What follows belongs to an exercise in optimizing a design on an open flow for small area; a production flow would make more cautious choices.
Function was checked by simulation only, so behaviour that the tests miss may differ from the original.
Power is estimated from default activity; no workload was simulated. The flow treats the clock pin as an ideal source, which a real chip does not have.

==> flow/design.v <==
module moving_average_mc #(
  parameter int DATA_WIDTH      = 16,
  parameter int CHANNELS        = 4,
  parameter int MAX_WINDOW_LOG2 = 5,
  localparam int CW = (CHANNELS > 1) ? $clog2(CHANNELS) : 1,
  localparam int WW = $clog2(MAX_WINDOW_LOG2 + 1)
) (
  input  logic                  clk,
  input  logic                  reset,
  input  logic [DATA_WIDTH-1:0] input_data,
  input  logic [CW-1:0]         input_channel,
  input  logic                  enable,
  input  logic [WW-1:0]         window,
  output logic [DATA_WIDTH-1:0] output_data,
  output logic [CW-1:0]         output_channel,
  output logic                  output_data_valid,
  output logic                  output_primed
);
  localparam int L  = MAX_WINDOW_LOG2;
  localparam int MW = 1 << L;
  localparam int AW = DATA_WIDTH + L;
  localparam int FW = L + 1;
  logic [WW-1:0]                win_c, cur_win;
  logic                         clear;
  logic [FW-1:0]                fill [CHANNELS];
  logic signed [AW-1:0]         acc  [CHANNELS];
  logic [DATA_WIDTH-1:0]        sr   [CHANNELS][MW];
  logic [FW-1:0]                eff_fill, new_fill, w_fill;
  logic [DATA_WIDTH-1:0]        tap;
  logic signed [DATA_WIDTH-1:0] x_old;
  logic signed [AW-1:0]         base, acc_new;
  logic [DATA_WIDTH-1:0]        avg;
  logic                         primed;
  logic                         v1, v2;
  logic [DATA_WIDTH-1:0]        s1_data, s2_data;
  logic [CW-1:0]                s1_ch, s2_ch;
  logic                         s1_primed, s2_primed;
  always_comb begin
    win_c    = (window > WW'(L)) ? WW'(L) : window;
    clear    = (win_c != cur_win);
    eff_fill = clear ? '0 : fill[input_channel];
    w_fill   = FW'(1) << win_c;
    tap      = sr[input_channel][0];
    for (int k = 1; k <= L; k++)
      if (win_c == WW'(k)) tap = sr[input_channel][(1 << k) - 1];
    x_old    = (eff_fill >= w_fill) ? tap : '0;
    base     = (eff_fill == '0) ? '0 : acc[input_channel];
    acc_new  = base + {{L{input_data[DATA_WIDTH-1]}}, input_data} - {{L{x_old[DATA_WIDTH-1]}}, x_old};
    new_fill = (eff_fill == FW'(MW)) ? eff_fill : eff_fill + FW'(1);
    primed   = (new_fill >= w_fill);
    avg      = DATA_WIDTH'(acc_new >>> win_c);
  end
  always_ff @(posedge clk) begin
    for (int c = 0; c < CHANNELS; c++) begin
      if (enable && input_channel == CW'(c)) begin
        sr[c][0] <= input_data;
        for (int i = 1; i < MW; i++) sr[c][i] <= sr[c][i-1];
        acc[c] <= acc_new;
      end
    end
  end
  always_ff @(posedge clk or posedge reset) begin
    if (reset) begin
      cur_win <= '0;
      for (int c = 0; c < CHANNELS; c++) fill[c] <= '0;
    end else begin
      cur_win <= win_c;
      if (clear) begin
        for (int c = 0; c < CHANNELS; c++) fill[c] <= '0;
      end
      if (enable) fill[input_channel] <= new_fill;
    end
  end
  always_ff @(posedge clk or posedge reset) begin
    if (reset) begin
      v1                <= 1'b0;
      v2                <= 1'b0;
      output_data_valid <= 1'b0;
      s1_data           <= '0;
      s1_ch             <= '0;
      s1_primed         <= 1'b0;
      s2_data           <= '0;
      s2_ch             <= '0;
      s2_primed         <= 1'b0;
      output_data       <= '0;
      output_channel    <= '0;
      output_primed     <= 1'b0;
    end else begin
      v1                <= enable;
      v2                <= v1;
      output_data_valid <= v2;
      if (enable) begin
        s1_data   <= avg;
        s1_ch     <= input_channel;
        s1_primed <= primed;
      end
      s2_data        <= s1_data;
      s2_ch          <= s1_ch;
      s2_primed      <= s1_primed;
      output_data    <= s2_data;
      output_channel <= s2_ch;
      output_primed  <= s2_primed;
    end
  end
endmodule
==> flow/config.mk <==
export PLATFORM = sky130hd
export DESIGN_NAME = moving_average_mc
export DESIGN_NICKNAME = moving_average_mc
export VERILOG_FILES = /design/flow/design.v
export SDC_FILE = /design/flow/constraint.sdc
export NUM_CORES = 4
export LEC_CHECK = 0
export CAP_MARGIN = 20
export CORE_MARGIN = 2
export CORE_UTILIZATION = 40
export SLEW_MARGIN = 20
==> flow/constraint.sdc <==
create_clock -name core_clock -period 8.0 [get_ports {clk}]
set_input_delay 1.6000 -clock core_clock [delete_from_list [all_inputs] [get_ports {clk}]]
set_output_delay 1.6000 -clock core_clock [all_outputs]
set_load 0.01 [all_outputs]
run.sh (not shown) runs the stock make flow with config.mk's settings and CLKGATE_MAP_FILE= SYNTH_SCRIPT=/design/flow/synth_recipe.tcl, a recipe that flattens the netlist after the stock synthesis.
The first run completed without violations.
Edit:
- CORE_UTILIZATION: 40 -> 60
- CTS_BUF_LIST: default -> sky130_fd_sc_hd__clkbuf_4 sky130_fd_sc_hd__clkbuf_8
Now the flow produced a layout that fails on max-slew violations.
Final area drops slightly.
Global-route usage climbs by 6.9 points.
Worst setup slack improved by 0.22 ns.
Non-clock buffer count drops by 16.
Total power drops slightly.
Via count climbs by a few percent.
Edit:
- CTS_BUF_LIST: sky130_fd_sc_hd__clkbuf_4 sky130_fd_sc_hd__clkbuf_8 -> sky130_fd_sc_hd__clkbuf_8
- CTS_CLUSTER_SIZE: default -> 30
The changed run ran to the end with violations: max-slew violations.
Global-route usage stays flat.
Final area shrinks by 0.55%.
Wire length barely changes.
Area after synthesis is unchanged.
Critical path depth is unchanged.
Via count hardly moves.
Fmax shrinks by 1.3%.
Register-to-register slack loses 0.09 ns.
Clock power shrinks by 6.5%.
Sequential share of layout area grows by 0.44 points.

---

moving_average_mc, a different RTL version from the one above (not shown whole).
Size in the first run: about 3100 cells after synthesis, ~2200 flip-flops, about 72000 um^2 of cells after synthesis.
Settings: LEC_CHECK=0, CAP_MARGIN=10, CORE_MARGIN=2, CORE_UTILIZATION=40, SLEW_MARGIN=10; clock period 8.0 ns.
standard.sh (not shown) runs the stock make flow with config.mk's settings and CLKGATE_MAP_FILE= SYNTH_SCRIPT=/design/flow/synth_recipe.tcl, a recipe that flattens the netlist after the stock synthesis.
==> flow/flow/run.sh <==
#!/bin/bash
# The standard layout, with clock tree synthesis told not to add dummy loads for balancing.
set -euo pipefail
cd "$(dirname "$0")/.."
export CTS_ARGS="-sink_clustering_enable -repair_clock_nets -sink_clustering_size 30 -sink_clustering_max_diameter 70 -buf_list sky130_fd_sc_hd__clkbuf_16 -dont_use_dummy_load"
bash standard.sh finish > standard.log 2>&1
The starting point produced a clean layout.
Edit:
==> flow/flow/run.sh (replaced) <==
#!/bin/bash
# The standard layout, with the smallest buffer on the ports and clock tree synthesis told not
# to add dummy loads for balancing.
set -euo pipefail
cd "$(dirname "$0")/.."
export BUFFER_PORTS_ARGS="-buffer_cell sky130_fd_sc_hd__buf_1"
export CTS_ARGS="-sink_clustering_enable -repair_clock_nets -sink_clustering_size 30 -sink_clustering_max_diameter 100 -buf_list sky130_fd_sc_hd__clkbuf_16 -dont_use_dummy_load"
bash standard.sh finish > standard.log 2>&1
Settings changed: CAP_MARGIN 10 to 20, CORE_UTILIZATION 40 to 50, SLEW_MARGIN 10 to 20.
After rerunning: The changed run finished with timing, DRC and antenna clean; power shrinks by a few percent; register-to-register slack degrades by 220 ps; clock power fell by roughly a tenth; cell area shrinks slightly; synthesized cell count stays the same; fmax went down by a few percent; worst setup slack got worse by 180 ps; routed wire length increases by a few percent; worst hold slack loses 5.5 ps; clock skew goes down by 31 ps.
Edit:
--- a/flow/flow/run.sh
+++ b/flow/flow/run.sh
@@ -7 +7 @@
-export CTS_ARGS="-sink_clustering_enable -repair_clock_nets -sink_clustering_size 30 -sink_clustering_max_diameter 100 -buf_list sky130_fd_sc_hd__clkbuf_16 -dont_use_dummy_load"
+export CTS_ARGS="-sink_clustering_enable -repair_clock_nets -sink_clustering_size 30 -sink_clustering_max_diameter 70 -buf_list sky130_fd_sc_hd__clkbuf_16 -dont_use_dummy_load"
Settings changed: CORE_UTILIZATION 50 to 40.
After rerunning: Synthesized cell count does not change. Final cell count came out higher by 9.6%. Clock-buffer cell count came out higher by 18. Non-clock buffer count came out higher by 6. Routed wire length came out lower by 5.6%. First-iteration DRC count came out lower by 4.4%. Final area came out higher by 1.4%. Power came out higher by 2.4%.

---

moving_average_mc again, from the RTL that the note above started with.
clock: 8.0 ns
lec_check: 0
cap_margin: 20
core_margin: 2
core_utilization: 40
cts_buf_list: sky130_fd_sc_hd__clkbuf_16
cts_cluster_diameter: 70
cts_cluster_size: 30
slew_margin: 20
==> flow/flow/run.sh <==
#!/bin/bash
# The standard layout, with clock tree synthesis told not to add dummy loads for balancing.
set -euo pipefail
cd "$(dirname "$0")/.."
export CTS_ARGS="-sink_clustering_enable -repair_clock_nets -sink_clustering_size 30 -sink_clustering_max_diameter 70 -buf_list sky130_fd_sc_hd__clkbuf_16 -dont_use_dummy_load"
bash standard.sh finish > standard.log 2>&1
The starting point completed with no timing, DRC or antenna violations.
==> next run, changes <==
--- a/flow/flow/run.sh
+++ b/flow/flow/run.sh
@@ -2 +2,2 @@
-# The standard layout, with clock tree synthesis told not to add dummy loads for balancing.
+# The standard layout, with the smallest buffer on the ports and clock tree synthesis told not
+# to add dummy loads for balancing.
@@ -4,0 +6 @@
+export BUFFER_PORTS_ARGS="-buffer_cell sky130_fd_sc_hd__buf_1"
CTS_BUF_LIST = default   (was sky130_fd_sc_hd__clkbuf_16)
CTS_CLUSTER_DIAMETER = default   (was 70)
CTS_CLUSTER_SIZE = default   (was 30)
GPL_TIMING_DRIVEN = 0   (was default)
After rerunning: Clock-buffer cell count goes down by 2; routed wire length came out lower by about 1.9%; via count climbs by about 0.44%; maximum frequency is lower by 13%; combinational power increases by 5.6%; clock power barely changes; non-clock buffer count goes up by 67; power barely changes.
==> next run, changes <==
==> flow/flow/run.sh (replaced) <==
#!/bin/bash
# The standard layout, with clock tree synthesis told not to add dummy loads for balancing.
set -euo pipefail
cd "$(dirname "$0")/.."
export CTS_ARGS="-sink_clustering_enable -repair_clock_nets -sink_clustering_size 30 -sink_clustering_max_diameter 100 -buf_list sky130_fd_sc_hd__clkbuf_16 -dont_use_dummy_load"
bash standard.sh finish > standard.log 2>&1
GPL_TIMING_DRIVEN = default   (was 0)
Setup slack improves by 840 ps.
Synthesized cell count stays the same.
First-iteration DRC count went down by 3.2%.
Register-to-register slack improved by 1000 ps.
Critical path depth is lower by 2.
==> next run, changes <==
--- a/flow/flow/run.sh
+++ b/flow/flow/run.sh
@@ -2 +2,2 @@
-# The standard layout, with clock tree synthesis told not to add dummy loads for balancing.
+# The standard layout, with the smallest buffer on the ports and clock tree synthesis told not
+# to add dummy loads for balancing.
@@ -4,0 +6 @@
+export BUFFER_PORTS_ARGS="-buffer_cell sky130_fd_sc_hd__buf_1"
Outcome: The new run finished with timing, DRC and antenna clean. Setup slack gets better by 84 ps. Count of clock-buffer cells in the layout stays the same. Routed wire length decreases by about 2.6%. Fmax increases by about 1.2%. Clock skew increases by 15 ps. Non-clock buffer count decreases by 11. Design area decreases by about 0.43%. Global-route usage decreases by 0.36 points. Synthesized cell count does not change.
==> next run, changes <==
==> flow/run.sh (new file) <==
#!/bin/bash
# synth_recipe.tcl (not shown) runs the flow's synth.tcl, then flattens the netlist and writes it again
# the make line also repeats each setting of config.mk as NAME=value (left out here)
make -C /OpenROAD-flow-scripts/flow DESIGN_CONFIG=/design/flow/config.mk WORK_HOME=/design/flow/orfs CLKGATE_MAP_FILE= SYNTH_SCRIPT=/design/flow/synth_recipe.tcl finish
CTS_BUF_LIST = sky130_fd_sc_hd__clkbuf_16   (was default)
CTS_CLUSTER_DIAMETER = 70   (was default)
CTS_CLUSTER_SIZE = 30   (was default)
removed: flow/flow/run.sh
removed: flow/standard.sh
What happened:
- sequential share of layout area is lower by 2.2 points
- worst setup slack is better by 54 ps
- design area is higher by a few percent
- wire length is higher by a few percent
==> next run, changes <==
==> flow/flow/run.sh (new file) <==
#!/bin/bash
# The standard layout, with the smallest buffer on the ports and clock tree synthesis told not
# to add dummy loads for balancing.
set -euo pipefail
cd "$(dirname "$0")/.."
export BUFFER_PORTS_ARGS="-buffer_cell sky130_fd_sc_hd__buf_1"
export CTS_ARGS="-sink_clustering_enable -repair_clock_nets -sink_clustering_size 34 -sink_clustering_max_diameter 70 -buf_list sky130_fd_sc_hd__clkbuf_16 -dont_use_dummy_load"
bash standard.sh finish > standard.log 2>&1
==> flow/standard.sh (new file) <==
#!/bin/bash
# synth_recipe.tcl (not shown) runs the flow's synth.tcl, then flattens the netlist and writes it again
# the make line also repeats each setting of config.mk as NAME=value (left out here)
make -C /OpenROAD-flow-scripts/flow DESIGN_CONFIG=/design/flow/config.mk WORK_HOME=/design/flow/orfs CLKGATE_MAP_FILE= SYNTH_SCRIPT=/design/flow/synth_recipe.tcl "${@:-finish}"
CTS_BUF_LIST = default   (was sky130_fd_sc_hd__clkbuf_16)
CTS_CLUSTER_DIAMETER = default   (was 70)
CTS_CLUSTER_SIZE = default   (was 30)
removed: flow/run.sh
Sequential cell count is unchanged.
Critical path depth drops by 2.
Final cell count decreases by 1.9%.
Global-route usage is lower by 0.43 points.
Synthesized area stays the same.
Register-to-register slack is worse by 220 ps.
Die area is unchanged.
Clock skew rose by 36 ps.

[port drivers added, routing unchanged]
No port has a modelled driver above. Below, the same layouts with a new extraction and two added sets of constraints. Step 1 sets driving cells, clkbuf_16 on the clock port and buf_2 on the other inputs (assumed; they add their load-dependent delay and slew). Step 2 times the ports against the registers' clock, not the clock port: input delays grow and output delays shrink by t, the midpoint of the rising clock arrivals with the driver on. Three values: ideal, step 1, step 2; two values: the first two.
| run | shift t [ns] | slack for setup (ns) | worst setup path after step 2 | worst slew at a driven data input, ns | pins driven straight from the clock port |
|---|---|---|---|---|---|
| the first run of note 1 | 0.863 | 0.929 / 0.974 / 0.111 | input to register | 0.11 | 1 |
| the second run of note 1 | 1.007 | 1.145 / 1.165 / 0.158 | input to register | 0.19 | 1 |
| the third run of note 1 | 1.008 | 1.056 / 1.078 / 0.070 | input to register | 0.19 | 1 |
| the first run of note 2 | 0.802 | 1.210 / 1.145 / 0.343 | input to register | 0.15 | 1 |
| the second run of note 2 | 0.758 | 1.026 / 1.072 / 0.314 | input to register | 0.17 | 1 |
| the third run of note 2 | 0.805 | 1.163 / 1.112 / 0.307 | input to register | 0.16 | 1 |
| the first run of note 3 | 0.800 | 1.245 / 1.162 / 0.361 | input to register | 0.16 | 1 |
| the second run of note 3 | 0.780 | 0.258 / 0.324 / -0.456 | input to register | 0.16 | 1 |
| the third run of note 3 | 0.782 | 1.102 / 1.017 / 0.234 | input to register | 0.16 | 1 |
| the fourth run of note 3 | 0.796 | 1.186 / 1.141 / 0.344 | input to register | 0.18 | 1 |
| the fifth run of note 3 | 0.845 | 1.240 / 1.164 / 0.318 | input to register | 0.15 | 1 |
| the sixth run of note 3 | 0.803 | 1.174 / 1.118 / 0.314 | input to register | 0.15 | 1 |
Met with ideal ports but missed after step 2: setup timing in the second run of note 3. The setup slack of the second run of note 1, which loses most, moves by +0.020 ns with the drivers and by -0.987 ns with both steps.
